This is an optimization exercise on Yosys and OpenROAD, whose aim is small area, a short achievable clock period and few clock cycles, not a production implementation.
Function was checked by simulation only, so behaviour that the tests miss may differ from the original.
No activity file was given, so power comes from the tool's default toggle rates.

===== flow/config.mk =====
export PLATFORM = sky130hd
export DESIGN_NAME = rank_code_stream_decoder_unit
export DESIGN_NICKNAME = rank_code_stream_decoder_unit
export VERILOG_FILES = /design/flow/design.v
export SDC_FILE = /design/flow/constraint.sdc
export NUM_CORES = 4
export LEC_CHECK = 0
export ABC_CLOCK_PERIOD_IN_PS = 3000
export CAP_MARGIN = 20
export CORE_MARGIN = 2
export CORE_UTILIZATION = 40
export SETUP_SLACK_MARGIN = 4.0
export SLEW_MARGIN = 20

===== flow/constraint.sdc =====
create_clock -name core_clock -period 7.0 [get_ports {clk}]
set_input_delay 1.4000 -clock core_clock [delete_from_list [all_inputs] [get_ports {clk}]]
set_output_delay 1.4000 -clock core_clock [all_outputs]
set_load 0.01 [all_outputs]

===== flow/design.v =====
package rcsd_pkg;
  localparam logic [7:0] UNKNOWN_SYMBOL = 8'd88;
  localparam logic [1:0] PH_COUNT = 2'd0;
  localparam logic [1:0] PH_WIDTH = 2'd1;
  localparam logic [1:0] PH_SYMS  = 2'd2;
  localparam logic [1:0] PH_BITS  = 2'd3;
endpackage
module rcsd_datapath (
  input  logic              clk,
  input  logic              wr_en,
  input  logic [7:0]        wr_data,
  input  logic [5:0]        rd_addr,
  output logic [3:0][7:0]   rd_quarter
);
  logic [255:0][7:0] ring;
  logic [255:0][7:0] rot;
  always_ff @(posedge clk) begin
    ring <= {ring[254:0], wr_en ? wr_data : ring[255]};
  end
  assign rot = {ring[1:0], ring[255:2]};
  always_comb begin
    for (int g = 0; g < 4; g++) begin
      rd_quarter[g] = rot[{g[1:0], rd_addr}];
    end
  end
endmodule
module rank_code_stream_decoder_unit
#(
  parameter int MAX_SYMBOLS = 255,
  parameter int MAX_WIDTH   = 4
) (
  input  logic       clk,
  input  logic       rst_n,
  input  logic       in_valid,
  output logic       in_ready,
  input  logic [7:0] in_stream_byte,
  output logic       out_valid,
  input  logic       out_ready,
  output logic [7:0] out_symbol,
  output logic       out_unknown_code,
  output logic       out_end_of_frame,
  output logic       out_last
);
  logic [7:0]  fb [4];
  logic [3:0]  fgt;
  logic        in_rdy_r;
  logic [1:0]  phase;
  logic [7:0]  cnt;         
  logic [2:0]  wid;         
  logic [7:0]  k1;          
  logic        sym_first;   
  logic [7:0]  ac;          
  logic [7:0]  sl;          
  logic [1:0]  zc;          
  logic [7:0]  z1;          
  logic [2:0]  bp;          
  logic [11:1] pw_oh;       
  logic        term_r;      
  logic        l1_v;
  logic [7:0]  l1_addr;
  logic        l1_known;
  logic        l1_hdr;      
  logic        l1_slow;     
  logic        l2_v;
  logic [3:0][7:0] l2_q;
  logic [1:0]  l2_hi;
  logic        l2_known;
  logic        l2_hdr;
  logic        l2_slow;
  logic        l2_lastp;
  logic        o_v;
  logic [7:0]  o_sym;
  logic        o_unk;
  logic        o_eof;
  logic        o_last;
  logic        s_v;
  logic [7:0]  s_sym;
  logic        s_unk;
  logic        s_eof;
  logic        s_last;
  logic        tbl_wr;
  logic [3:0][7:0] tbl_quarter;
  rcsd_datapath u_table (
    .clk        (clk),
    .wr_en      (tbl_wr),
    .wr_data    (fb[0]),
    .rd_addr    (l1_addr[5:0]),
    .rd_quarter (tbl_quarter)
  );
  logic [35:0] win;
  logic [3:0]  wmask;
  logic [3:0]  lp    [12];
  logic [3:0]  shp   [12];    
  logic [3:0]  ndp   [12];    
  logic [3:0]  len_f;
  logic [6:0]  off_f;
  logic [3:1]  shge;
  logic [3:1]  ndge;
  logic [3:0]  pw_bin;
  logic [2:0]  bp_nxt;
  logic [7:0]  rank1;       
  logic [8:0]  diff;        
  logic        known_c;
  logic        tpred;       
  logic        complete;
  always_comb begin
    win   = {4'b0, fb[0], fb[1], fb[2], fb[3]};
    unique case (wid)
      3'd1:    wmask = 4'b0001;
      3'd2:    wmask = 4'b0011;
      3'd3:    wmask = 4'b0111;
      default: wmask = 4'b1111;
    endcase
    lp[0]  = '0;
    shp[0] = '0;
    ndp[0] = '0;
    for (int p = 1; p < 12; p++) begin
      lp[p] = win[35 - p -: 4] & wmask;
      for (int m = 0; m < 4; m++) begin
        shp[p][m] = (5'(p) + 5'(lp[p])) >= 5'(8 * m);
        ndp[p][m] = (5'(p) + 5'(lp[p])) >= 5'(8 * m + 1);
      end
    end
    len_f = '0;
    off_f = '0;
    shge  = '0;
    ndge  = '0;
    pw_bin = '0;
    for (int p = 1; p < 12; p++) begin
      if (pw_oh[p]) begin
        len_f  = len_f | lp[p];
        shge   = shge | shp[p][3:1];
        ndge   = ndge | ndp[p][3:1];
        pw_bin = pw_bin | 4'(p);
        for (int k = 0; k < 7; k++) begin
          off_f[k] = off_f[k] | win[31 - p - k];
        end
      end
    end
    bp_nxt = pw_bin[2:0] + len_f[2:0];
    for (int k = 0; k < 8; k++) begin
      rank1[k] = (len_f == 4'(k)) || ((len_f > 4'(k)) && (k < 7) && off_f[k > 6 ? 6 : k]);
    end
    diff     = {1'b0, cnt} - {1'b0, rank1};
    known_c  = !len_f[3] && !diff[8];
    tpred    = (zc == 2'd1) && !len_f[3] && (rank1 == z1);
    complete = fgt[0] && (!ndge[1] || fgt[1]) && (!ndge[2] || fgt[2]) && (!ndge[3] || fgt[3]);
  end
  logic        slow;
  logic        l2_move;
  logic        l1_move;
  logic        l1_free;
  logic        o_free;
  logic        term_l;
  logic        content;
  logic        issue;
  logic        hb;          
  logic [7:0]  c_byte;
  logic [7:0]  w_byte;
  logic        have_c;
  logic        have_w;
  logic        cnt_go;      
  logic        wid_go;      
  logic        sym_go;      
  logic        hdr_final;
  logic        hdr_emit;    
  logic [1:0]  hdr_sh;
  logic [3:0]  sh_oh;
  logic        take;
  logic [3:0]  fgt_mid;
  logic [3:0]  fgt_nxt;
  logic [7:0]  tbl_q;
  logic [7:0]  res_sym;
  logic        res_unk;
  logic        res_eof;
  logic        res_last;
  always_comb begin
    slow    = (zc == 2'd2);
    take    = in_valid && in_rdy_r;
    o_free  = !o_v || out_ready;
    l2_move = l2_v && !s_v;
    l1_move = l1_v && (!l2_v || !s_v);
    l1_free = !l1_v || !l2_v || !s_v;
    tbl_q    = l2_q[l2_hi];
    res_sym  = l2_known ? tbl_q : rcsd_pkg::UNKNOWN_SYMBOL;
    res_unk  = !l2_known;
    res_eof  = l2_hdr || (l2_known && (tbl_q == 8'd0));
    res_last = res_eof || l2_lastp;
    term_l   = l2_move && l2_slow && !l2_hdr && l2_known && (tbl_q == 8'd0);
    hb     = term_r && (bp != 3'd0);
    c_byte = hb ? fb[1] : fb[0];
    w_byte = hb ? fb[2] : fb[1];
    have_c = hb ? fgt[1] : fgt[0];
    have_w = hb ? fgt[2] : fgt[1];
    cnt_go = (term_r || phase == rcsd_pkg::PH_COUNT) && have_c;
    wid_go = (cnt_go && (c_byte != 8'd0) && have_w) ||
             (!term_r && phase == rcsd_pkg::PH_WIDTH && fgt[0]);
    sym_go = !term_r && phase == rcsd_pkg::PH_SYMS && fgt[0] && !l1_v &&
             (sym_first || sl == 8'd0);
    hdr_final = (k1 == cnt);
    hdr_emit  = sym_go && hdr_final && (wid == 3'd0);
    tbl_wr    = sym_go;
    if (cnt_go) begin
      hdr_sh = 2'(hb) + ((c_byte != 8'd0 && have_w) ? 2'd2 : 2'd1);
    end else if (term_r) begin
      hdr_sh = 2'(hb);
    end else begin
      hdr_sh = 2'(wid_go || sym_go);
    end
    content = (phase == rcsd_pkg::PH_BITS) && !term_r;
    issue   = content && complete && (slow ? (!l1_v && !l2_v) : l1_free);
    if (content) begin
      sh_oh = !issue   ? 4'b0001 :
              shge[3]  ? 4'b1000 :
              shge[2]  ? 4'b0100 :
              shge[1]  ? 4'b0010 : 4'b0001;
    end else begin
      sh_oh = 4'b0001 << hdr_sh;
    end
    for (int k = 0; k < 4; k++) begin
      fgt_mid[k] = 1'b0;
      for (int s = 0; s < 4; s++) begin
        if (k + s < 4) fgt_mid[k] = fgt_mid[k] | (sh_oh[s] & fgt[(k + s) & 3]);
      end
    end
    fgt_nxt[0] = fgt_mid[0] | take;
    for (int k = 1; k < 4; k++) begin
      fgt_nxt[k] = fgt_mid[k] | (take & fgt_mid[k - 1]);
    end
  end
  always_ff @(posedge clk) begin
    for (int j = 0; j < 4; j++) begin
      logic [7:0] nb;
      nb = '0;
      for (int s = 0; s < 4; s++) begin
        if (sh_oh[s]) begin
          nb = nb | ((j + s < 4 && fgt[(j + s) & 3]) ? fb[(j + s) & 3] : in_stream_byte);
        end
      end
      fb[j] <= nb;
    end
  end
  always_ff @(posedge clk) begin
    if (!rst_n) begin
      fgt      <= 4'd0;
      in_rdy_r <= 1'b1;
    end else begin
      fgt      <= fgt_nxt;
      in_rdy_r <= !fgt_nxt[3];
    end
  end
  always_ff @(posedge clk) begin
    if (!rst_n) begin
      phase  <= rcsd_pkg::PH_COUNT;
      term_r <= 1'b0;
    end else begin
      term_r <= (issue && tpred && !slow) || term_l;
      if (cnt_go) begin
        phase <= (c_byte == 8'd0) ? rcsd_pkg::PH_COUNT :
                 have_w           ? rcsd_pkg::PH_SYMS : rcsd_pkg::PH_WIDTH;
      end else if (term_r) begin
        phase <= rcsd_pkg::PH_COUNT;
      end else if (wid_go) begin
        phase <= rcsd_pkg::PH_SYMS;
      end else if (sym_go && hdr_final) begin
        phase <= (wid == 3'd0) ? rcsd_pkg::PH_COUNT : rcsd_pkg::PH_BITS;
      end
    end
  end
  always_ff @(posedge clk) begin
    if (cnt_go) begin
      cnt <= c_byte;
    end
    if (wid_go) begin
      wid       <= (cnt_go ? w_byte : fb[0]) > 8'd4 ? 3'd4 : (cnt_go ? w_byte[2:0] : fb[0][2:0]);
      k1        <= 8'd1;
      sym_first <= 1'b1;
      zc        <= 2'd0;
    end else if (sym_go) begin
      k1        <= k1 + 8'd1;
      sym_first <= 1'b0;
      if (fb[0] == 8'd0) begin
        if (zc == 2'd0) z1 <= k1;
        if (zc != 2'd2) zc <= zc + 2'd1;
      end
    end
    if (sym_go && sym_first) begin
      ac <= 8'd0;
      sl <= 8'd0;
    end else begin
      ac <= ac + 8'd1;
      sl <= sl + 8'(!sym_go);
    end
    if (sym_go && hdr_final) begin
      bp    <= 3'd0;
      pw_oh <= 11'b1 << (wid - 3'd1);
    end else if (issue) begin
      bp    <= bp_nxt;
      pw_oh <= 11'b1 << ({1'b0, bp_nxt} + {1'b0, wid} - 4'd1);
    end
  end
  always_ff @(posedge clk) begin
    if (!rst_n) begin
      l1_v <= 1'b0;
    end else if (hdr_emit || issue) begin
      l1_v <= 1'b1;
    end else if (l1_move) begin
      l1_v <= 1'b0;
    end
  end
  always_ff @(posedge clk) begin
    if (hdr_emit) begin
      l1_addr  <= sym_first ? 8'd254 : ac - 8'd1;
      l1_known <= 1'b1;
      l1_hdr   <= 1'b1;
      l1_slow  <= 1'b0;
    end else if (issue) begin
      l1_addr  <= ac - rank1;
      l1_known <= known_c;
      l1_hdr   <= 1'b0;
      l1_slow  <= slow;
    end else begin
      l1_addr  <= l1_addr + 8'd1;
    end
  end
  always_ff @(posedge clk) begin
    if (!rst_n) begin
      l2_v <= 1'b0;
    end else if (l1_move) begin
      l2_v <= 1'b1;
    end else if (l2_move) begin
      l2_v <= 1'b0;
    end
  end
  always_ff @(posedge clk) begin
    if (l1_move) begin
      l2_q     <= tbl_quarter;
      l2_hi    <= l1_addr[7:6];
      l2_known <= l1_known;
      l2_hdr   <= l1_hdr;
      l2_slow  <= l1_slow;
      l2_lastp <= (bp == 3'd0) || ndge[1];
    end
  end
  always_ff @(posedge clk) begin
    if (!rst_n) begin
      o_v <= 1'b0;
      s_v <= 1'b0;
    end else begin
      if (o_free) begin
        o_v <= s_v || l2_move;
        s_v <= 1'b0;
      end else if (l2_move) begin
        s_v <= 1'b1;
      end
    end
  end
  always_ff @(posedge clk) begin
    if (o_free) begin
      o_sym  <= s_v ? s_sym  : res_sym;
      o_unk  <= s_v ? s_unk  : res_unk;
      o_eof  <= s_v ? s_eof  : res_eof;
      o_last <= s_v ? s_last : res_last;
    end
    if (!s_v) begin
      s_sym  <= res_sym;
      s_unk  <= res_unk;
      s_eof  <= res_eof;
      s_last <= res_last;
    end
  end
  assign in_ready         = in_rdy_r;
  assign out_valid        = o_v;
  assign out_symbol       = o_sym;
  assign out_unknown_code = o_unk;
  assign out_end_of_frame = o_eof;
  assign out_last         = o_last;
endmodule

===== flow/run.sh =====
#!/bin/bash
# synth_recipe.tcl (not shown) runs the flow's synth.tcl, then flattens the netlist and writes it again
# the make line also repeats each setting of config.mk as NAME=value (left out here)
make -C /OpenROAD-flow-scripts/flow DESIGN_CONFIG=/design/flow/config.mk WORK_HOME=/design/flow/orfs CLKGATE_MAP_FILE= SYNTH_SCRIPT=/design/flow/synth_recipe.tcl finish

==> impl_metrics.yaml, run 1 <==
power_and_ir_drop:
  comb_power_share_pct: 10.1
  clkPwrFrac_pct: 41.1
  switching_share_pct: 24.3
  finalPower_mw: 27.1
  cellInternalPower_mw: 20.5
  ir_drop_v: 0.000404
  pwr_density_cell_nw_per_um2: 340
  p_leak_nw: 29.8
  power_frac_seq_pct: 48.8
  switching_power_mw: 6.60
grt:
  antenna_found_initial: 4
  grt_max_degree: 104
  first_global_vias: 35800
  gr-usage-all-layers_pct: 15.1
  grt_pass1_wl_um: 208000
  grt_overflow_total: 0
cells_and_area:
  postLayoutCellArea_um2: 79800
  drive_gt1_share_pct: 32.3
  diodes: 0
  nets: 4243
  area_delta_synth_final_pct: 18.3
  nFillCells: 14000
critical_path:
  worstReg2RegEnd: "fb[1][7]"
  end_kind: "register"
  crit_type: "reg2reg"
  crit_fanout: 8
  cp.arrival_ps: 4790
  r2r_start: "wid[0]"
  worstRegToRegCells: 20
  worstPathRequired_ps: 7690
  r2r_setup_slack_ps: 2900
  cp-start-kind: "register"
timing:
  setup-tns-final_ps: 0
  setup_ws_ps: 2900
  period_share_pct: 58.6
  min_period_ps: 4100
  relSlewSlack_pct: 26.9
  timing.final.hold_violations: 0
  fmax_mhz: 244
  setup_violations: 0
  tightest_slew_ps: 1100
  fin_worst_skew_ps: 52.4
  maxSlewViolCount: 0
  rsz0062_at_grt: "true"
clock_network:
  tritoncts: "built"
  clockBufferDepth: 3
  cts_inserted_buffers: 205
  h-tree-depth: 4
  clk_latency_ps: 820
  cts_root_buf: "clkbuf_16"
  cts.sinks: 2223
  clk_pin_slew_ps: 70
detailed_routing:
  antenna_left: 0
  dr_wl_met2_um: 59200
  routed_via_density: 5.15
  drc: 0
  wirelength_um: 130000
  dr.first_iter.drc_count: 2145
  m1WireLength_um: 61500
  top_layer_used: "met5"
  dr.pass1.iters: 7
  vias: 33700
  wl_per_cell_um: 19.9
  wl_met3_um: 6290
place:
  dp_hpwl_um: 71000
  portBuffers: 24
  gp_congestion: 0.894
  pre_cts_ws_ps: 2130
  place_area_um2: 70100
worst_hold_path:
  min_to: "u_table.ring[1018]"
  hold_path_depth: 0
  holdCritStartpoint: "u_table.ring[1010]"
  hp-class: "reg2reg"
synthesis:
  synthFlopType: "dfxtp_1"
  ys_seq_area_share_pct: 67.2
  syn_nets: 4063
  avgSynthCellArea_um2: 16.9
  async_reset_ff_share_pct: 0
  synth_common_cells: "2144 x dfxtp_1, 680 x mux4_2, 177 x clkbuf_1, 90 x nor2_1, 86 x nand2_1"
  synth_most_common_cell: "dfxtp_1"
  yosys.area.top_type: "dfxtp_1"
  synth-edff-count: 79
  netlist_area_um2: 67400
  ys_ff_latch: 2223
  synth_top_area_share_pct: 63.7
  syn_inst: 3995
  yosysUniqueCellTypes: 84
  yosysWarnings: 10
  synthTopCellsByArea: "dfxtp_1 64%, mux4_2 23%, edfxtp_1 3.5%"
outcome:
  status: "complete, no violations"
floorplan:
  rows: 150
  coreArea_um2: 167000
  pin_count: 25
  die_h_um: 415
  die_area_um2: 172000
  initial_core_util_pct: 40.3
  die_x_um: 415
run:
  drv_cap: 0
==> critical path: stages (launching register included) <==
cell,delay (ps)
edfxtp_1,470
inv_2,90
ha_4,200
or4b_4,590
buf_12,180
nand2_8,70
inv_8,40
ha_4,160
a311o_1,360
a21oi_2,230
a2111oi_4,50
nand4_1,130
a21oi_2,70
and2b_2,240
buf_6,120
buf_6,120
buf_6,120
a31oi_4,220
buf_6,150
o21ai_1,50
a221o_1,320
==> power by group through the flow <==
stage	logic (mW)	clock network, mW	registers (mW)
floorplan	1.81	0	13.2
global placement	2.32	0	13.5
detailed placement	2.31	0	13.5
CTS	2.61	11.4	13.2
global route	2.91	11.9	13.3
finish	2.73	11.1	13.2
==> cells in the final DEF, fill, tap and decap left out, types with 9 or more instances in the layout <==
cell | netlist | final
nand4_1 | 13 | 13
dfxtp_1 | 2144 | 2131
a21oi_1 | 52 | 42
nand2_1 | 86 | 76
and3_1 | 21 | 20
a22oi_1 | 15 | 14
inv_2 | 2 | 9
nand3_1 | 28 | 26
a22o_1 | 23 | 23
clkbuf_8 | 0 | 56
o21ai_0 | 29 | 18
o22ai_1 | 12 | 10
mux4_2 | 680 | 680
mux2_2 | 17 | 16
a21o_1 | 10 | 9
a21oi_2 | 1 | 9
nor2b_1 | 14 | 14
buf_16 | 0 | 14
inv_1 | 46 | 36
clkbuf_1 | 177 | 46
a221oi_1 | 17 | 13
xor2_1 | 28 | 25
buf_6 | 0 | 39
ha_4 | 0 | 11
clkinv_2 | 0 | 31
nor2_2 | 0 | 11
ha_1 | 53 | 38
edfxtp_1 | 79 | 79
xnor2_1 | 38 | 34
mux2i_1 | 36 | 36
buf_12 | 0 | 16
nor2_1 | 90 | 74
a221o_1 | 15 | 14
nor3_1 | 25 | 18
clkbuf_16 | 0 | 214
buf_4 | 3 | 98
a211o_1 | 9 | 9
clkdlybuf4s50_1 | 0 | 11
==> sequential cells by signal (all words and copies together), names as in the netlist, 2 cells and up <==
name,flops
u_table.ring,2048
z1,8
fgt,4
o_sym,8
s_sym,8
cnt,8
zc,2
bp,3
phase,2
ac,8
sl,8
l1_addr,8
wid,3
l2_hi,2
k1,8
l2_q,32
pw_oh,11
fb,32
==> cell families (layout without fill, tap and decap cells) <==
family	count (synthesis)	after routing	share of synthesized area, %
DFF	2223	2223	67.2
AOI/OAI and AO/OA	286	288	3.14
xor gates and xnor gates	66	66	0.857
adders and majority gates	56	56	1.07
and+or+nand+nor	349	350	2.62
buffers and inverters	282	628	1.61
muxes	733	733	23.5
==> routing by layer <==
metal	global-route usage (%)	vias up
li1	-	15400
met1	21.5	17300
met2	23.2	752
met3	3.00	235
met4	5.04	4
met5	0	-
==> per-stage QoR <==
stage	std cells	utilization [%]	hold slack [ps]
after floorplan	3995	-	326
final	6548	47.7	316
after global placement	6029	41.9	328
after global routing	6548	47.7	322
after CTS	6512	47.2	317
after detailed placement	6029	41.9	331
==> cell type report <==
type,instances,area (um2),share of cell area (%)
clock buffers,312,6200,7.77
clock inverters,64,726,0.910
inverters,48,194,0.243
multi-input cells,1493,22200,27.8
flip-flops and latches,2223,45300,56.8
well taps,2204,2760,3.46
repair buffers,204,2390,2.99
==> worst max path at each step <==
stage / slack [ps] / cells after the start / endpoint / from
after floorplan: 3190 / 14 / pw_oh[1] / pw_oh[7]
after global placement: 2180 / 15 / fb[1][6] / wid[0]
after detailed placement: 2130 / 15 / fb[1][1] / wid[0]
after CTS: 2930 / 16 / fb[2][1] / wid[1]
after global routing: 2720 / 17 / fb[2][1] / wid[0]
final: 2900 / 20 / fb[1][7] / wid[0]
==> repair_timing <==
action	4_1_cts	5_1_grt
hold buffers	0	0
pin swaps	76	48
setup buffers	96	31
resized for setup	208	105
endpoints found under the hold margin	0	0
endpoints found under the setup margin	142	102
gates cloned	11	5
Testbench counts, summed over its fixed seeds: cycles 22,743.
==> run 2, diff against run 1 <==
--- a/flow/design.v
+++ b/flow/design.v
@@ -14,13 +14,20 @@
 );
   logic [255:0][7:0] ring;
   logic [255:0][7:0] rot;
+  logic [7:0]        sel_lo;
+  logic [7:0]        sel_hi;
   always_ff @(posedge clk) begin
     ring <= {ring[254:0], wr_en ? wr_data : ring[255]};
   end
   assign rot = {ring[1:0], ring[255:2]};
+  logic [63:0] sel;
   always_comb begin
+    sel = 64'b1 << rd_addr;
     for (int g = 0; g < 4; g++) begin
-      rd_quarter[g] = rot[{g[1:0], rd_addr}];
+      rd_quarter[g] = '0;
+      for (int i = 0; i < 64; i++) begin
+        rd_quarter[g] = rd_quarter[g] | (rot[g * 64 + i] & {8{sel[i]}});
+      end
     end
   end
 endmodule
==> impl_metrics.yaml, run 2 <==
detailed_routing:
  wl_per_cell_um: 33.0
  dr.first_iter.drc_count: 6391
  routed_via_density: 6.19
  vias: 44600
  wirelength_um: 238000
  antenna_left: 0
  dr.pass1.iters: 12
  drc: 0
outcome:
  status: "complete, no violations"
clock_network:
  clockBufferDepth: 3
  cts_hold_buffers: 0
  tritoncts: "built"
  clk_latency_ps: 850
  cts.sinks: 2223
  cts_root_buf: "clkbuf_16"
  cts_inserted_buffers: 199
  clk_pin_slew_ps: 60
  h-tree-depth: 4
worst_hold_path:
  hp-class: "reg2reg"
  holdCritStartpoint: "u_table.ring[2015]"
  min_to: "u_table.ring[2023]"
  hold_path_depth: 0
synthesis:
  ys_seq_area_share_pct: 72.2
  avgSynthCellArea_um2: 13.2
  yosysWarnings: 10
  netlist_area_um2: 62700
  synth-edff-count: 79
  synth_common_cells: "2144 x dfxtp_1, 477 x a22oi_1, 233 x a221oi_1, 229 x a22o_1, 225 x clkbuf_1"
  synth_top_area_share_pct: 68.4
  synthTopCellsByArea: "dfxtp_1 68%, a22oi_1 5.7%, edfxtp_1 3.8%"
  async_reset_ff_share_pct: 0
  syn_inst: 4763
  synthFlopType: "dfxtp_1"
  yosysUniqueCellTypes: 81
  ys_ff_latch: 2223
  syn_nets: 4835
  synth_most_common_cell: "dfxtp_1"
  yosys.area.top_type: "dfxtp_1"
grt:
  grt_pass1_wl_um: 324000
  grt_overflow_total: 0
  grt_max_degree: 39
  antenna_found_initial: 10
  gr-usage-all-layers_pct: 28.5
  first_global_vias: 43600
floorplan:
  pin_count: 25
  coreArea_um2: 156000
  die_x_um: 400
  die_h_um: 400
  die_area_um2: 160000
  initial_core_util_pct: 40.2
  rows: 145
power_and_ir_drop:
  clkPwrFrac_pct: 40.0
  comb_power_share_pct: 12.6
  ir_drop_v: 0.000300
  pwr_density_cell_nw_per_um2: 368
  power_frac_seq_pct: 47.4
  switching_share_pct: 27.1
  cellInternalPower_mw: 20.4
  p_leak_nw: 28.7
  switching_power_mw: 7.56
timing:
  timing.final.hold_violations: 0
  rsz0062_at_grt: "true"
  setup_violations: 0
  maxSlewViolCount: 0
  relSlewSlack_pct: 34.1
  min_period_ps: 4520
  setup-tns-final_ps: 0
  fin_worst_skew_ps: 78.7
  setup_ws_ps: 2480
  period_share_pct: 64.6
  tightest_slew_ps: 989
  fmax_mhz: 221
place:
  portBuffers: 24
  gp_congestion: 0.910
  pre_cts_ws_ps: 1190
  dp_hpwl_um: 134000
  place_area_um2: 65800
critical_path:
  crit_fanout: 7
  crit_type: "reg2reg"
  worstReg2RegEnd: "fb[1][1]"
  timing.critical_path.from: "wid[0]"
  cp_slowest_cell: "or4b_4"
  crit_family: "compound AO/OA/AOI/OAI gates"
  crit_chain: "buf_6, ha_4, or4b_4, nand2_4, inv_2, ha_4, and3b_2, nand2_1, o221a_2, or4_4, a311o_1, o41ai_4, nand3_4, buf_6, a21o_4, a21o_4, a221o_1"
  cp-start-kind: "register"
  worst-path-buf-inv: 3
  cpPeakStageDelay_ps: 630
  end_kind: "register"
  worstRegToRegCells: 17
  cp.arrival_ps: 5190
  r2r_start: "wid[0]"
  worstPathRequired_ps: 7660
  r2r_setup_slack_ps: 2480
cells_and_area:
  final_common_cell: "dfxtp_1"
  largest_reg_flops: 2048
  nets: 5065
  mostFrequentLayoutCells: "2133 x dfxtp_1, 476 x a22oi_1, 229 x a22o_1"
  largestRegisters: "u_table.ring x2048, fb x32, l2_q x32"
  area_delta_synth_final_pct: 21.1
  postLayoutCellArea_um2: 76000
  largest_register: "u_table.ring"
  nFillCells: 13400
  drive_gt1_share_pct: 17.1
run:
  drv_cap: 0
-- run 2: routing by layer --
metal	vias up	share of wire [%]	global-route usage [%]
met5	-	0.022	0.393
met4	8	5.7	14.4
met3	743	11	6.66
met2	3169	44	44.4
met1	22200	39	37.1
li1	18500	-	-
-- run 2: area by class of cell --
type | instances | area, um2 | area share [%]
Clock buffer | 290 | 5870 | 7.73
Inverter | 72 | 287 | 0.377
Timing Repair Buffer | 309 | 3350 | 4.41
Tap cell | 2058 | 2570 | 3.39
Multi-Input combinational cell | 2188 | 17600 | 23.2
Antenna cell | 3 | 7.51 | 0.00988
Sequential cell | 2223 | 45300 | 59.7
Clock inverter | 71 | 947 | 1.25
-- run 2: per-stage QoR --
step,utilization (%),std cells,power [mW],hold slack (ps)
6_report,48.7,7214,27.9,295
3_5_place_dp,42.2,6664,16.2,335
2_1_floorplan,-,4763,14.9,330
5_1_grt,48.7,7211,28.6,313
4_1_cts,48.0,7151,27.6,302
3_3_place_gp,42.2,6663,16.2,332
-- run 2: worst max-delay path by stage --
stage / depth (start not counted) / end / slack [ps]
2_1_floorplan: 18 / fb[1][0] / 2660
6_report: 17 / fb[1][1] / 2480
3_3_place_gp: 14 / fb[1][0] / 1290
3_5_place_dp: 15 / fb[1][0] / 1190
5_1_grt: 17 / fb[1][1] / 2340
4_1_cts: 18 / fb[2][7] / 2440
-- run 2: cell families after synthesis --
family / synth area share (%)
flops: 72.2
buf+inv: 2.14
mux: 1.09
fa+ha+maj: 1.23
xor+xnor: 0.852
simple gates: 5.97
compound gates: 16.5
-- run 2: power by group through the flow --
stage          registers, mW  logic [mW]  clock network [mW]
6_report                13.2        3.52                11.2
5_1_grt                 13.3        3.61                11.7
4_1_cts                 13.2        3.16                11.2
3_5_place_dp            13.5        2.69                   0
3_3_place_gp            13.5        2.68                   0
2_1_floorplan           13.3        1.57                   0
-- run 2: what timing repair did --
action / 4_1_cts / 5_1_grt
pin swaps: 45 / 55
setup endpoints to repair: 141 / 99
cloned: 9 / 8
buffers inserted: 117 / 52
gates resized for setup: 256 / 121
Testbench counts of run 2, summed over its fixed seeds: cycles 22,743.
==> run 3, diff against run 2 <==
--- a/flow/design.v
+++ b/flow/design.v
@@ -48,12 +48,15 @@
   output logic       out_end_of_frame,
   output logic       out_last
 );
-  logic [7:0]  fb [4];
-  logic [3:0]  fgt;
+  logic [7:0]  ib;
+  logic        ib_v;
+  logic [7:0]  fb [5];
+  logic [4:0]  fgt;
   logic        in_rdy_r;
   logic [1:0]  phase;
   logic [7:0]  cnt;         
   logic [2:0]  wid;         
+  logic [3:0]  wmask;       
   logic [7:0]  k1;          
   logic        sym_first;   
   logic [7:0]  ac;          
@@ -94,17 +97,27 @@
     .rd_addr    (l1_addr[5:0]),
     .rd_quarter (tbl_quarter)
   );
+  function automatic logic ge_lut(input logic [3:0] v, input int t);
+    logic [15:0] m;
+    for (int i = 0; i < 16; i++) m[i] = (i >= t);
+    ge_lut = m[v];
+  endfunction
+  function automatic logic [2:0] mod8_lut(input logic [2:0] v, input int c);
+    logic [7:0][2:0] m;
+    for (int i = 0; i < 8; i++) m[i] = 3'((i + c) % 8);
+    mod8_lut = m[v];
+  endfunction
   logic [35:0] win;
-  logic [3:0]  wmask;
   logic [3:0]  lp    [12];
   logic [3:0]  shp   [12];    
   logic [3:0]  ndp   [12];    
+  logic [2:0]  bpp   [12];    
   logic [3:0]  len_f;
   logic [6:0]  off_f;
   logic [3:1]  shge;
   logic [3:1]  ndge;
-  logic [3:0]  pw_bin;
   logic [2:0]  bp_nxt;
+  logic [11:0] pw_nxt;
   logic [7:0]  rank1;       
   logic [8:0]  diff;        
   logic        known_c;
@@ -112,39 +125,35 @@
   logic        complete;
   always_comb begin
     win   = {4'b0, fb[0], fb[1], fb[2], fb[3]};
-    unique case (wid)
-      3'd1:    wmask = 4'b0001;
-      3'd2:    wmask = 4'b0011;
-      3'd3:    wmask = 4'b0111;
-      default: wmask = 4'b1111;
-    endcase
     lp[0]  = '0;
     shp[0] = '0;
     ndp[0] = '0;
+    bpp[0] = '0;
     for (int p = 1; p < 12; p++) begin
       lp[p] = win[35 - p -: 4] & wmask;
       for (int m = 0; m < 4; m++) begin
-        shp[p][m] = (5'(p) + 5'(lp[p])) >= 5'(8 * m);
-        ndp[p][m] = (5'(p) + 5'(lp[p])) >= 5'(8 * m + 1);
+        shp[p][m] = ge_lut(lp[p], 8 * m - p);
+        ndp[p][m] = ge_lut(lp[p], 8 * m + 1 - p);
       end
+      bpp[p] = mod8_lut(lp[p][2:0], p);
     end
-    len_f = '0;
-    off_f = '0;
-    shge  = '0;
-    ndge  = '0;
-    pw_bin = '0;
+    len_f  = '0;
+    off_f  = '0;
+    shge   = '0;
+    ndge   = '0;
+    bp_nxt = '0;
     for (int p = 1; p < 12; p++) begin
       if (pw_oh[p]) begin
         len_f  = len_f | lp[p];
         shge   = shge | shp[p][3:1];
         ndge   = ndge | ndp[p][3:1];
-        pw_bin = pw_bin | 4'(p);
+        bp_nxt = bp_nxt | bpp[p];
         for (int k = 0; k < 7; k++) begin
           off_f[k] = off_f[k] | win[31 - p - k];
         end
       end
     end
-    bp_nxt = pw_bin[2:0] + len_f[2:0];
+    pw_nxt = {4'b0, 8'b1 << bp_nxt} << wid;
     for (int k = 0; k < 8; k++) begin
       rank1[k] = (len_f == 4'(k)) || ((len_f > 4'(k)) && (k < 7) && off_f[k > 6 ? 6 : k]);
     end
@@ -174,8 +183,8 @@
   logic [1:0]  hdr_sh;
   logic [3:0]  sh_oh;
   logic        take;
-  logic [3:0]  fgt_mid;
-  logic [3:0]  fgt_nxt;
+  logic [4:0]  fgt_mid;
+  logic [4:0]  fgt_nxt;
   logic [7:0]  tbl_q;
   logic [7:0]  res_sym;
   logic        res_unk;
@@ -224,36 +233,41 @@
     end else begin
       sh_oh = 4'b0001 << hdr_sh;
     end
-    for (int k = 0; k < 4; k++) begin
+    for (int k = 0; k < 5; k++) begin
       fgt_mid[k] = 1'b0;
       for (int s = 0; s < 4; s++) begin
-        if (k + s < 4) fgt_mid[k] = fgt_mid[k] | (sh_oh[s] & fgt[(k + s) & 3]);
+        if (k + s < 5) fgt_mid[k] = fgt_mid[k] | (sh_oh[s] & fgt[(k + s) % 5]);
       end
     end
-    fgt_nxt[0] = fgt_mid[0] | take;
-    for (int k = 1; k < 4; k++) begin
-      fgt_nxt[k] = fgt_mid[k] | (take & fgt_mid[k - 1]);
+    fgt_nxt[0] = fgt_mid[0] | ib_v;
+    for (int k = 1; k < 5; k++) begin
+      fgt_nxt[k] = fgt_mid[k] | (ib_v & fgt_mid[k - 1]);
     end
   end
   always_ff @(posedge clk) begin
-    for (int j = 0; j < 4; j++) begin
+    for (int j = 0; j < 5; j++) begin
       logic [7:0] nb;
       nb = '0;
       for (int s = 0; s < 4; s++) begin
         if (sh_oh[s]) begin
-          nb = nb | ((j + s < 4 && fgt[(j + s) & 3]) ? fb[(j + s) & 3] : in_stream_byte);
+          nb = nb | ((j + s < 5 && fgt[(j + s) % 5]) ? fb[(j + s) % 5] : ib);
         end
       end
       fb[j] <= nb;
     end
   end
   always_ff @(posedge clk) begin
+    ib <= in_stream_byte;
+  end
+  always_ff @(posedge clk) begin
     if (!rst_n) begin
-      fgt      <= 4'd0;
+      ib_v     <= 1'b0;
+      fgt      <= 5'd0;
       in_rdy_r <= 1'b1;
     end else begin
+      ib_v     <= take;
       fgt      <= fgt_nxt;
-      in_rdy_r <= !fgt_nxt[3];
+      in_rdy_r <= !(fgt_nxt[4] || (take && fgt_nxt[3]));
     end
   end
   always_ff @(posedge clk) begin
@@ -280,6 +294,8 @@
     end
     if (wid_go) begin
       wid       <= (cnt_go ? w_byte : fb[0]) > 8'd4 ? 3'd4 : (cnt_go ? w_byte[2:0] : fb[0][2:0]);
+      wmask     <= (cnt_go ? w_byte : fb[0]) > 8'd3 ? 4'b1111 :
+                   4'((5'b1 << (cnt_go ? w_byte[1:0] : fb[0][1:0])) - 5'd1);
       k1        <= 8'd1;
       sym_first <= 1'b1;
       zc        <= 2'd0;
@@ -303,7 +319,7 @@
       pw_oh <= 11'b1 << (wid - 3'd1);
     end else if (issue) begin
       bp    <= bp_nxt;
-      pw_oh <= 11'b1 << ({1'b0, bp_nxt} + {1'b0, wid} - 4'd1);
+      pw_oh <= pw_nxt[11:1];
     end
   end
   always_ff @(posedge clk) begin
--- a/flow/config.mk
+++ b/flow/config.mk
@@ -5,9 +5,10 @@
 export SDC_FILE = /design/flow/constraint.sdc
 export NUM_CORES = 4
 export LEC_CHECK = 0
-export ABC_CLOCK_PERIOD_IN_PS = 3000
+export ABC_CLOCK_PERIOD_IN_PS = 2000
 export CAP_MARGIN = 20
 export CORE_MARGIN = 2
 export CORE_UTILIZATION = 40
+export CTS_BUF_LIST = sky130_fd_sc_hd__clkbuf_8
 export SETUP_SLACK_MARGIN = 4.0
 export SLEW_MARGIN = 20
==> impl_metrics.yaml, run 3 <==
outcome:
  status: "complete, no violations"
cells_and_area:
  postLayoutCellArea_um2: 75800
  nets: 5250
  largestRegisters: "u_table.ring x2048, fb x40, l2_q x32"
  largest_register: "u_table.ring"
  mostFrequentLayoutCells: "2139 x dfxtp_1, 591 x a22oi_1, 434 x clkbuf_8"
  area_delta_synth_final_pct: 19.9
  final_common_cell: "dfxtp_1"
  largest_reg_flops: 2048
  drive_gt1_share_pct: 19.9
grt:
  first_global_vias: 44900
  gr-usage-all-layers_pct: 28.2
  antenna_found_initial: 11
  grt_pass1_wl_um: 328000
  grt_overflow_total: 0
  grt_max_degree: 39
synthesis:
  synth_common_cells: "2162 x dfxtp_1, 602 x a22oi_1, 260 x clkbuf_1, 247 x a22o_1, 237 x a221oi_1"
  async_reset_ff_share_pct: 0
  avgSynthCellArea_um2: 13.1
  syn_inst: 4828
  syn_nets: 4884
  netlist_area_um2: 63200
  yosysUniqueCellTypes: 72
  synth-edff-count: 83
  synthTopCellsByArea: "dfxtp_1 68%, a22oi_1 7.1%, edfxtp_1 3.9%"
  ys_seq_area_share_pct: 72.4
  yosysWarnings: 12
  ys_ff_latch: 2245
  synth_most_common_cell: "dfxtp_1"
  synth_top_area_share_pct: 68.4
  yosys.area.top_type: "dfxtp_1"
  synthFlopType: "dfxtp_1"
floorplan:
  initial_core_util_pct: 40.4
  die_x_um: 402
  coreArea_um2: 157000
  rows: 145
  die_area_um2: 161000
  pin_count: 25
  die_h_um: 402
clock_network:
  cts_inserted_buffers: 349
  h-tree-depth: 5
  cts.sinks: 2245
  cts_root_buf: "clkbuf_8"
  tritoncts: "built"
  clk_latency_ps: 1040
  clockBufferDepth: 4
  clk_pin_slew_ps: 70
power_and_ir_drop:
  pwr_density_cell_nw_per_um2: 337
  ir_drop_v: 0.000231
  finalPower_mw: 25.5
  p_leak_nw: 29.1
timing:
  maxSlewViolCount: 0
  rsz0062_at_grt: "true"
  hold_ws_ps: 300
  fmax_mhz: 298
  fin_worst_skew_ps: 89.0
  tightest_slew_ps: 1090
  period_share_pct: 48.0
  setup-tns-final_ps: 0
  relSlewSlack_pct: 27.4
  timing.final.hold_violations: 0
  setup_violations: 0
  min_period_ps: 3360
critical_path:
  crit_fanout: 23
  crit_chain: "a22oi_2, nand2_2, o41ai_4, nand4_1, nand3_2, ha_4, buf_4, buf_4, nor2b_4, o21ai_2, a21boi_2, o21ai_2, a21oi_2, or3_1, a21oi_2, o31ai_1"
  crit_type: "reg2reg"
  cp.arrival_ps: 4250
  crit_family: "compound AO/OA/AOI/OAI gates"
  worstPathRequired_ps: 7900
  cpPeakStageDelay_ps: 440
  cp-start-kind: "register"
  end_kind: "register"
  worst-path-buf-inv: 2
  cp_slowest_cell: "dfxtp_4"
detailed_routing:
  vias: 46100
  routed_via_density: 6.15
  dr.first_iter.drc_count: 7252
  antenna_left: 0
  wl_per_cell_um: 31.7
  dr.pass1.iters: 10
  wirelength_um: 238000
  drc: 0
run:
  drv_cap: 0
place:
  place_area_um2: 66300
  gp_congestion: 0.915
  dp_hpwl_um: 133000
  portBuffers: 24
worst_hold_path:
  hp-class: "reg2reg"
## run 3: cell types whose count changed in the layout (fill, tap and decap cells not counted), sizes merged, moves of 20 or more
cell    before  now
buf        272  294
mux2i       30   10
mux2        18   59
a222oi      94   38
a21oi       51   29
clkbuf     296  434
nand3       92  125
inv         74  145
a22oi      477  602
a221o       25    2
nand2      124  145
## run 3: layout make-up
| type | count | area (um2) |
|---|---|---|
| timing repair buffer | 305 | 2790 |
| antenna | 5 | 12.5 |
| clock inverter | 162 | 926 |
| multi-input combinational | 2251 | 17600 |
| tap | 2058 | 2570 |
| sequential | 2245 | 45800 |
| clock buffer | 434 | 5970 |
| fill | 13500 | 80700 |
| inverter | 42 | 158 |
## run 3: what timing repair did
item	CTS	global route
pin swaps	92	77
resized for setup	166	155
hold buffers	0	0
setup buffers	136	51
endpoints found under the setup margin	142	109
gates cloned	4	1
hold endpoints to repair	0	0
## run 3: path summary, 6_finish.rpt
kind	start	slack, ps	end	depth (start not counted)
setup reg to reg	fb[0][0]	3640	l1_addr[7]	16
hold reg to reg	u_table.ring[1743]	300	u_table.ring[1751]	0
setup / recovery	fb[0][0]	3640	l1_addr[7]	16
hold / removal	u_table.ring[1743]	300	u_table.ring[1751]	0
## run 3: metrics by stage
stage	std cells	setup slack, ps	utilization (%)
finish	7502	3640	48.4
global route	7500	3480	48.4
CTS	7445	3780	47.8
detailed placement	6709	3050	42.3
global placement	6706	3110	42.3
floorplan	4828	3840	-
## run 3: kinds of logic after synthesis
family | after synthesis | share of synthesized area, %
adder cells (fa/ha/maj) | 44 | 0.882
AO/OA/AOI/OAI | 1293 | 16.3
flip-flops | 2245 | 72.4
multiplexers | 77 | 1.49
XOR/XNOR | 55 | 0.762
buffers and inverters | 334 | 1.99
AND/OR/NAND/NOR | 780 | 6.19
## run 3: report_power, final
| part | internal [mW] | total [mW] | switching [mW] |
|---|---|---|---|
| logic | 0.489 | 1.46 | 0.972 |
| clock network | 5.89 | 10.9 | 5.00 |
| registers | 13.0 | 13.2 | 0.229 |
| total | 19.3 | 25.5 | 6.20 |
## run 3: routing by layer
metal  wire [um]  part of all wire [%]  track usage [%]  vias up
met3       27000                    11             6.51      847
li1            -                     -                -    19000
met5          72                 0.030                0        -
met4       13100                   5.5             14.7       10
met1       95300                    40             38.0    22800
met2      102000                    43             42.2     3444
Testbench counts of run 3, summed over its fixed seeds: cycles 22,751.
==> run 4, diff against run 3 <==
--- a/flow/config.mk
+++ b/flow/config.mk
@@ -5,10 +5,9 @@
 export SDC_FILE = /design/flow/constraint.sdc
 export NUM_CORES = 4
 export LEC_CHECK = 0
-export ABC_CLOCK_PERIOD_IN_PS = 2000
+export ABC_CLOCK_PERIOD_IN_PS = 3000
 export CAP_MARGIN = 20
 export CORE_MARGIN = 2
 export CORE_UTILIZATION = 40
-export CTS_BUF_LIST = sky130_fd_sc_hd__clkbuf_8
 export SETUP_SLACK_MARGIN = 4.0
 export SLEW_MARGIN = 20
==> impl_metrics.yaml, run 4 <==
outcome:
  status: "complete, no violations"
critical_path:
  cp.arrival_ps: 4160
  cp-start-kind: "register"
  crit_type: "reg2reg"
  timing.critical_path.from: "pw_oh[6]"
  worstReg2RegEnd: "l1_addr[7]"
  worstRegToRegCells: 16
  worstPathRequired_ps: 7720
  end_kind: "register"
  endpoint: "l1_addr[7]"
  crit_fanout: 4
  r2r_start: "pw_oh[6]"
  r2r_setup_slack_ps: 3560
power_and_ir_drop:
  pwr_density_cell_nw_per_um2: 346
  ir_drop_v: 0.000279
  p_leak_nw: 28.6
timing:
  relSlewSlack_pct: 29.0
  setup_violations: 0
  maxSlewViolCount: 0
  period_share_pct: 49.2
  tightest_slew_ps: 1070
  fmax_mhz: 291
  rsz0062_at_grt: "true"
  timing.final.hold_violations: 0
  setup-tns-final_ps: 0
  fin_worst_skew_ps: 73.7
  min_period_ps: 3440
clock_network:
  h-tree-depth: 4
  cts_inserted_buffers: 206
  cts_root_buf: "clkbuf_16"
  clockBufferDepth: 3
  clk_pin_slew_ps: 70
  cts.sinks: 2245
  tritoncts: "built"
  clk_latency_ps: 860
synthesis:
  yosysUniqueCellTypes: 72
  synth-edff-count: 83
  ys_seq_area_share_pct: 72.4
  syn_nets: 4884
  avgSynthCellArea_um2: 13.1
  synth_most_common_cell: "dfxtp_1"
  async_reset_ff_share_pct: 0
  synth_common_cells: "2162 x dfxtp_1, 602 x a22oi_1, 260 x clkbuf_1, 247 x a22o_1, 237 x a221oi_1"
  synth_top_area_share_pct: 68.4
  yosysWarnings: 12
  synthTopCellsByArea: "dfxtp_1 68%, a22oi_1 7.1%, edfxtp_1 3.9%"
  syn_inst: 4828
  synthFlopType: "dfxtp_1"
  netlist_area_um2: 63200
  ys_ff_latch: 2245
  yosys.area.top_type: "dfxtp_1"
cells_and_area:
  seqCellArea_um2: 45800
  nFillCells: 13400
  mostFrequentLayoutCells: "2141 x dfxtp_1, 598 x a22oi_1, 246 x a22o_1"
  nets: 5102
  largest_reg_flops: 2048
  final_cells: 7286
  multiInputGateArea_um2: 17500
  area_delta_synth_final_pct: 20.1
  largestRegisters: "u_table.ring x2048, fb x40, l2_q x32"
  final_common_cell: "dfxtp_1"
  drive_gt1_share_pct: 17.1
  largest_register: "u_table.ring"
worst_hold_path:
  hp-class: "reg2reg"
  holdCritStartpoint: "u_table.ring[1743]"
grt:
  grt_overflow_total: 0
  first_global_vias: 43600
  gr-usage-all-layers_pct: 28.0
  grt_pass1_wl_um: 325000
  antenna_found_initial: 4
  grt_max_degree: 39
place:
  dp_hpwl_um: 133000
  portBuffers: 24
  gp_congestion: 0.915
  numPlacedInstances: 6709
detailed_routing:
  dr.pass1.iters: 8
  wl_per_cell_um: 32.3
  routed_via_density: 6.23
  dr.first_iter.drc_count: 7430
  antenna_left: 0
  drc: 0
  wirelength_um: 236000
  vias: 45400
floorplan:
  die_x_um: 402
  rows: 145
  die_area_um2: 161000
  coreArea_um2: 157000
  initial_core_util_pct: 40.4
  die_h_um: 402
  pin_count: 25
run:
  drv_cap: 0
-- run 4: per-stage QoR --
stage                     area [um2]  hold slack, ps  utilization [%]  setup slack [ps]  power [mW]
after floorplan                63400             331                -              3840        14.0
after global placement         66200             332             42.3              3110        14.6
after detailed placement       66300             335             42.3              3050        14.6
after CTS                      75000             302             47.9              3780        26.1
after global routing           75900             304             48.5              3390        26.9
final                          75900             308             48.5              3560        26.3
-- run 4: logic make-up after synthesis --
group           share of synthesized area [%]
fa+ha+maj                               0.882
simple gates                             6.19
mux                                      1.49
flops                                    72.4
compound gates                           16.3
buf+inv                                  1.99
xor+xnor                                0.762
-- run 4: layout make-up --
cell class	count	share of cell area [%]
sequential	2245	60.4
multi-input combinational	2254	23.0
clock buffer	308	8.10
timing repair buffer	297	3.55
tap	2058	3.39
clock inverter	80	1.35
inverter	42	0.208
antenna	2	0.00659
-- run 4: worst min-delay path by stage --
stage / endpoint / slack [ps] / cells after the start
global route: u_table.ring[1751] / 300 / 0
detailed placement: u_table.ring[633] / 340 / 0
floorplan: u_table.ring[1008] / 330 / 0
CTS: u_table.ring[1751] / 300 / 0
finish: u_table.ring[1751] / 310 / 0
global placement: u_table.ring[390] / 330 / 0
-- run 4: power by group --
part	switching (mW)	internal (mW)	total, mW
Sequential	0.226	13.0	13.2
Combinational	0.964	0.480	1.44
Clock	5.01	6.66	11.7
-- run 4: per-layer routing --
| metal | vias to the layer above | routed length [um] | share of wire, % | GRT usage [%] |
|---|---|---|---|---|
| met5 | - | 34 | 0.014 | 0 |
| met4 | 6 | 12100 | 5.2 | 12.9 |
| met3 | 749 | 27400 | 12 | 6.65 |
| met2 | 3427 | 101000 | 43 | 41.8 |
| met1 | 22600 | 95300 | 40 | 38.3 |
| li1 | 18700 | - | - | - |
-- run 4: worst max-delay path: stages, from the launching register on --
cell      delay (ps)
edfxtp_1         510
buf_4            190
buf_6            110
buf_6            110
buf_6            110
a222oi_1         370
nand3_1          260
o21ai_4          230
ha_1             250
nor2b_4          130
o21ai_2          150
a21boi_2          90
o21ai_2          190
a21oi_2           80
or3_1            360
a21oi_2          140
o31ai_1           80
-- run 4: repair_timing --
item | 4_1_cts | 5_1_grt
hold buffers | 0 | 0
endpoints found under the setup margin | 139 | 104
buffers inserted | 131 | 48
resized for setup | 127 | 109
cloned | 5 | 3
pin swaps | 70 | 67
==> run 5, diff against run 4 <==
--- a/flow/config.mk
+++ b/flow/config.mk
@@ -5,9 +5,9 @@
 export SDC_FILE = /design/flow/constraint.sdc
 export NUM_CORES = 4
 export LEC_CHECK = 0
-export ABC_CLOCK_PERIOD_IN_PS = 3000
+export ABC_CLOCK_PERIOD_IN_PS = 1500
 export CAP_MARGIN = 20
 export CORE_MARGIN = 2
 export CORE_UTILIZATION = 40
-export SETUP_SLACK_MARGIN = 4.0
+export SETUP_SLACK_MARGIN = 4.6
 export SLEW_MARGIN = 20
==> impl_metrics.yaml, run 5 <==
outcome:
  status: "complete, no violations"
cells_and_area:
  nets: 5191
  final_common_cell: "dfxtp_1"
  largest_register: "u_table.ring"
  largestRegisters: "u_table.ring x2048, fb x40, l2_q x32"
  area_delta_synth_final_pct: 23.1
  drive_gt1_share_pct: 20.3
  largest_reg_flops: 2048
  mostFrequentLayoutCells: "2137 x dfxtp_1, 591 x a22oi_1, 246 x a22o_1, 246 x buf_4, 221 x a221oi_1"
clock_network:
  cts_inserted_buffers: 202
  tritoncts: "built"
  clk_pin_slew_ps: 70
  cts_root_buf: "clkbuf_16"
  cts.sinks: 2245
  clk_latency_ps: 870
  h-tree-depth: 4
  clockBufferDepth: 3
  cts_hold_buffers: 0
detailed_routing:
  dr.pass1.iters: 12
  wl_per_cell_um: 33.0
  vias: 46200
  routed_via_density: 6.26
  dr.first_iter.drc_count: 7437
  drc: 0
  antenna_left: 0
  wirelength_um: 243000
power_and_ir_drop:
  clkPwrFrac_pct: 43.9
  ir_drop_v: 0.000275
  switching_power_mw: 6.27
  power_frac_seq_pct: 49.8
  switching_share_pct: 23.7
  cellInternalPower_mw: 20.2
  p_leak_nw: 29.4
  finalPower_mw: 26.4
  pwr_density_cell_nw_per_um2: 340
  comb_power_share_pct: 6.3
grt:
  grt_overflow_total: 0
  antenna_found_initial: 5
  gr-usage-all-layers_pct: 28.9
  grt_pass1_wl_um: 333000
  grt_max_degree: 39
  first_global_vias: 44400
timing:
  timing.final.hold_violations: 0
  fin_worst_skew_ps: 56.9
  setup_violations: 0
  tightest_slew_ps: 1020
  setup-tns-final_ps: 0
  fmax_mhz: 301
  rsz0062_at_grt: "true"
  period_share_pct: 47.5
  min_period_ps: 3330
  maxSlewViolCount: 0
  relSlewSlack_pct: 31.8
synthesis:
  ys_seq_area_share_pct: 72.4
  avgSynthCellArea_um2: 13.1
  yosysWarnings: 12
  yosys.area.top_type: "dfxtp_1"
  synth_most_common_cell: "dfxtp_1"
  synth_top_area_share_pct: 68.4
  syn_inst: 4828
  synth_common_cells: "2162 x dfxtp_1, 602 x a22oi_1, 260 x clkbuf_1, 247 x a22o_1, 237 x a221oi_1"
  netlist_area_um2: 63200
  syn_nets: 4884
  async_reset_ff_share_pct: 0
  synthTopCellsByArea: "dfxtp_1 68%, a22oi_1 7.1%, edfxtp_1 3.9%"
  synth-edff-count: 83
  synthFlopType: "dfxtp_1"
  ys_ff_latch: 2245
  yosysUniqueCellTypes: 72
critical_path:
  crit_fanout: 4
  crit_chain: "buf_4, and2_2, o41ai_4, nand4_1, buf_4, o21ai_4, ha_4, nor2b_4, o21ai_2, a21boi_2, o21ai_1, a21oi_1, or3_1, a21oi_2, o31ai_1"
  cpPeakStageDelay_ps: 470
  crit_top_cell: "buf_4"
  cp.arrival_ps: 4010
  crit_type: "reg2reg"
  cp-start-kind: "register"
  end_kind: "register"
  cp_slowest_cell: "o41ai_4"
  worstPathRequired_ps: 7690
floorplan:
  pin_count: 25
  initial_core_util_pct: 40.4
  die_x_um: 402
  coreArea_um2: 157000
  die_area_um2: 161000
  rows: 145
  die_h_um: 402
place:
  portBuffers: 24
  dp_hpwl_um: 131000
  gp_congestion: 0.876
run:
  drv_cap: 0
worst_hold_path:
  hp-class: "reg2reg"
==> run 5: cell counts after synthesis <==
Identical to the previous run, type by type.
==> run 5: worst max-delay path: cells and delay by family (launching register included) <==
| kind | cells | cell delay (ps) |
|---|---|---|
| AO/OA/AOI/OAI | 8 | 1260 |
| AND/OR/NAND/NOR | 4 | 910 |
| flip-flops | 1 | 450 |
| buffers and inverters | 2 | 370 |
| adder cells (fa/ha/maj) | 1 | 220 |
==> run 5: routing by layer <==
| metal | GRT usage (%) | vias up | routed length, um |
|---|---|---|---|
| met2 | 43.1 | 3519 | 105000 |
| met5 | 0 | - | 0 |
| met1 | 38.6 | 23000 | 96000 |
| li1 | - | 18900 | - |
| met3 | 7.50 | 807 | 29100 |
| met4 | 14.6 | 0 | 13200 |
==> run 5: timing repair <==
| action | in CTS | in global routing |
|---|---|---|
| endpoints found under the setup margin | 177 | 136 |
| resized for setup | 377 | 81 |
| pin swaps | 135 | 63 |
| gates cloned | 12 | 2 |
| setup buffers | 243 | 32 |
==> run 5: power groups by stage <==
stage	Clock [mW]	Combinational (mW)	Sequential (mW)
floorplan	0	0.691	13.3
global placement	0	1.16	13.4
detailed placement	0	1.17	13.4
CTS	11.6	1.52	13.2
global route	12.1	1.70	13.2
finish	11.6	1.66	13.2
==> run 5: layout make-up <==
| type | instances | area [um2] |
|---|---|---|
| multi-input combinational | 2253 | 18100 |
| inverter | 42 | 158 |
| fill | 13200 | 78800 |
| clock inverter | 83 | 1170 |
| antenna | 4 | 10.0 |
| sequential | 2245 | 45800 |
| timing repair buffer | 391 | 4050 |
| clock buffer | 295 | 5940 |
| tap | 2058 | 2570 |
==> run 5: stage by stage <==
step	area (um2)	worst slack, ps	util [%]	std cells	hold slack, ps
after floorplan	63700	3830	-	4828	331
after global placement	66300	3180	42.4	6699	332
after detailed placement	66300	3130	42.4	6700	335
after CTS	77100	3810	49.2	7333	310
after global routing	77800	3510	49.7	7369	325
final	77800	3670	49.7	7371	322
==> run 5: cell families after synthesis <==
| family | synth area share (%) |
|---|---|
| flip-flops | 72.4 |
| AO/OA/AOI/OAI | 16.3 |
| AND/OR/NAND/NOR | 6.19 |
| buffers and inverters | 1.99 |
| multiplexers | 1.49 |
| XOR/XNOR | 0.762 |
| adder cells (fa/ha/maj) | 0.882 |
==> run 5: path summary, 6_finish.rpt <==
path | startpoint | to | slack [ps] | cells past startpoint
worst max register to register | pw_oh[5] | l1_addr[7] | 3670 | 15
worst min register to register | u_table.ring[214] | u_table.ring[222] | 320 | 0
worst max-delay path | pw_oh[5] | l1_addr[7] | 3670 | 15
worst min-delay path | u_table.ring[214] | u_table.ring[222] | 320 | 0
==> run 6, diff against run 5 <==
--- a/flow/config.mk
+++ b/flow/config.mk
@@ -9,5 +9,7 @@
 export CAP_MARGIN = 20
 export CORE_MARGIN = 2
 export CORE_UTILIZATION = 40
+export CTS_CLUSTER_DIAMETER = 60
+export CTS_CLUSTER_SIZE = 24
 export SETUP_SLACK_MARGIN = 4.6
 export SLEW_MARGIN = 20
==> impl_metrics.yaml, run 6 <==
outcome:
  status: "complete, no violations"
power_and_ir_drop:
  p_leak_nw: 27.7
  pwr_density_cell_nw_per_um2: 304
  ir_drop_v: 0.000241
clock_network:
  clk_latency_ps: 810
  cts_hold_buffers: 0
  cts_root_buf: "clkbuf_16"
  clockBufferDepth: 3
  clk_pin_slew_ps: 100
  cts_inserted_buffers: 117
  cts.sinks: 2245
  tritoncts: "built"
  h-tree-depth: 3
cells_and_area:
  largestRegisters: "u_table.ring x2048, fb x40, l2_q x32"
  largest_reg_flops: 2048
  final_common_cell: "dfxtp_1"
  largest_register: "u_table.ring"
  final_util_pct: 47.5
  mostFrequentLayoutCells: "2137 x dfxtp_1, 590 x a22oi_1, 254 x buf_4"
  drive_gt1_share_pct: 17.9
  area_delta_synth_final_pct: 17.6
  nets: 5112
  final_cells: 7199
synthesis:
  netlist_area_um2: 63200
  synth_xor_area_share_pct: 0.762
  muxShareOfSynthArea_pct: 1.49
  ys_ff_latch: 2245
  synth-compound-area-share_pct: 16.3
  yosysUniqueCellTypes: 72
  yosysWarnings: 12
  synthTopCellsByArea: "dfxtp_1 68%, a22oi_1 7.1%, edfxtp_1 3.9%"
  async_reset_ff_share_pct: 0
  synth_simple_gate_area_share_pct: 6.19
  syn_inst: 4828
  synth-edff-count: 83
  synthAdderAreaFrac_pct: 0.882
  syn_nets: 4884
  synthFlopType: "dfxtp_1"
  synth_top_family_by_area: "compound AO/OA/AOI/OAI gates"
  synth_common_cells: "2162 x dfxtp_1, 602 x a22oi_1, 260 x clkbuf_1, 247 x a22o_1, 237 x a221oi_1"
  ys_seq_area_share_pct: 72.4
  synth_top_area_share_pct: 68.4
  avgSynthCellArea_um2: 13.1
  synth_most_common_cell: "dfxtp_1"
  yosys.area.top_type: "dfxtp_1"
timing:
  rsz0062_at_grt: "true"
  relSlewSlack_pct: 31.7
  fmax_mhz: 295
  period_share_pct: 48.5
  timing.final.hold_violations: 0
  fin_worst_skew_ps: 70.1
  min_period_ps: 3390
  tightest_slew_ps: 1020
  maxSlewViolCount: 0
  setup_violations: 0
  hold_ws_ps: 311
  setup-tns-final_ps: 0
critical_path:
  r2r_start: "pw_oh[4]"
  r2r_setup_slack_ps: 3610
  cp.arrival_ps: 4040
  timing.critical_path.from: "pw_oh[4]"
  end_kind: "register"
  worstReg2RegEnd: "l1_addr[7]"
  crit_fanout: 7
  worstRegToRegCells: 16
  endpoint: "l1_addr[7]"
  crit_type: "reg2reg"
  worstPathRequired_ps: 7650
  cp-start-kind: "register"
detailed_routing:
  wirelength_um: 238000
  wl_per_cell_um: 33.0
  dr.first_iter.drc_count: 7321
  dr.pass1.iters: 13
  vias: 45300
  drc: 0
  antenna_left: 0
  routed_via_density: 6.29
floorplan:
  initial_core_util_pct: 40.4
  pin_count: 25
  rows: 145
  die_x_um: 402
  die_h_um: 402
  coreArea_um2: 157000
  die_area_um2: 161000
grt:
  grt_pass1_wl_um: 327000
  grt_max_degree: 39
  first_global_vias: 43200
  grt_overflow_total: 0
  antenna_found_initial: 7
  gr-usage-all-layers_pct: 28.2
run:
  drv_cap: 0
place:
  portBuffers: 24
  dp_hpwl_um: 131000
  gp_congestion: 0.876
  numPlacedInstances: 6700
worst_hold_path:
  hp-class: "reg2reg"
## run 6: stage by stage
stage / total power [mW] / worst slack, ps / instance area [um2]
after global routing: 23.1 / 3530 / 74300
after floorplan: 14.0 / 3830 / 63700
after detailed placement: 14.6 / 3130 / 66300
after global placement: 14.6 / 3180 / 66300
final: 22.6 / 3610 / 74300
after CTS: 22.4 / 3810 / 73400
## run 6: kinds of logic after synthesis
group | count (synthesis)
AND/OR/NAND/NOR | 780
XOR/XNOR | 55
multiplexers | 77
adder cells (fa/ha/maj) | 44
AO/OA/AOI/OAI | 1293
flip-flops | 2245
buffers and inverters | 334
## run 6: worst min path at each step
stage                     cells past startpoint          startpoint  slack [ps]                  to
after floorplan                               0  u_table.ring[1000]         330  u_table.ring[1008]
after global placement                        0   u_table.ring[176]         330   u_table.ring[184]
after detailed placement                      0   u_table.ring[705]         340   u_table.ring[713]
after CTS                                     0   u_table.ring[214]         320   u_table.ring[222]
after global routing                          0  u_table.ring[1463]         330  u_table.ring[1471]
final                                         0   u_table.ring[214]         310   u_table.ring[222]
## run 6: where the power goes
part	switching (mW)	total [mW]	internal (mW)	leakage, nW
Sequential	0.209	13.1	12.9	18.2
Clock	4.34	7.80	3.46	1.83
Combinational	1.04	1.63	0.592	7.65
Total	5.59	22.6	17.0	27.7
## run 6: metal layers
| layer | part of all wire, % | wire (um) | GRT usage (%) | vias up |
|---|---|---|---|---|
| met3 | 11 | 26900 | 5.73 | 703 |
| met2 | 43 | 103000 | 42.8 | 3301 |
| li1 | - | - | - | 18600 |
| met5 | 0.0084 | 20 | 0 | - |
| met4 | 5.2 | 12300 | 12.5 | 2 |
| met1 | 40 | 95500 | 38.8 | 22700 |
## run 6: critical path: stages, from the launching register on
cell and delay, ps:
edfxtp_1 510, buf_4 200, a22o_4 260, o41ai_4 270
buf_4 200, nand4_1 140, buf_4 200, o21ai_4 80
ha_4 220, nor2b_4 120, o21ai_2 150, a21boi_2 90
o21ai_1 160, a21oi_1 110, or3_1 370, a21oi_2 150
o31ai_1 70
## run 6: area by class of cell
cell class              instances  area (um2)
fillers                     13600       82200
flip-flops and latches       2245       45800
multi-input cells            2255       18000
repair buffers                395        3950
clock buffers                 162        3230
well taps                    2058        2570
clock inverters                37         553
inverters                      42         161
diodes                          5        12.5
## run 6: what timing repair did
item / 4_1_cts / 5_1_grt
cloned: 15 / 2
pin swaps: 105 / 87
setup buffers: 233 / 45
gates resized for setup: 343 / 117
setup endpoints to repair: 177 / 138

[separate check: timing with driven ports]
Ports are ideal in the flow. The routed layouts listed here were re-timed in OpenROAD.
Step 1 sets driving cells, clkbuf_16 on the clock port and buf_2 on the other inputs (assumed; they add their load-dependent delay and slew).
Step 2 adds t to the input delays and takes it off the output delays; t is the mean of the earliest and latest rising clock arrival at the registers after step 1. Input paths then give back, and output paths get back, about the clock's delay inside the block.
a / b / c = ideal ports / drivers / drivers and shift; a / b = the first two.
run	t (ns)	setup WS [ns]	latest minus earliest clock arrival (ns)	worst data-port slew with drivers (ns)	cell pins on the clock port's net
run 1	0.877	2.900 / 2.900 / 2.900	0.055 / 0.055	0.04	1
run 2	0.891	2.476 / 2.476 / 2.476	0.083 / 0.083	0.09	1
run 3	1.078	3.643 / 3.643 / 3.643	0.103 / 0.103	0.04	1
run 4	0.902	3.559 / 3.559 / 3.559	0.076 / 0.076	0.05	1
run 5	0.927	3.674 / 3.674 / 3.674	0.064 / 0.064	0.05	1
run 6	0.850	3.606 / 3.606 / 3.606	0.076 / 0.076	0.04	1
After both steps setup and hold are still met in every run listed.
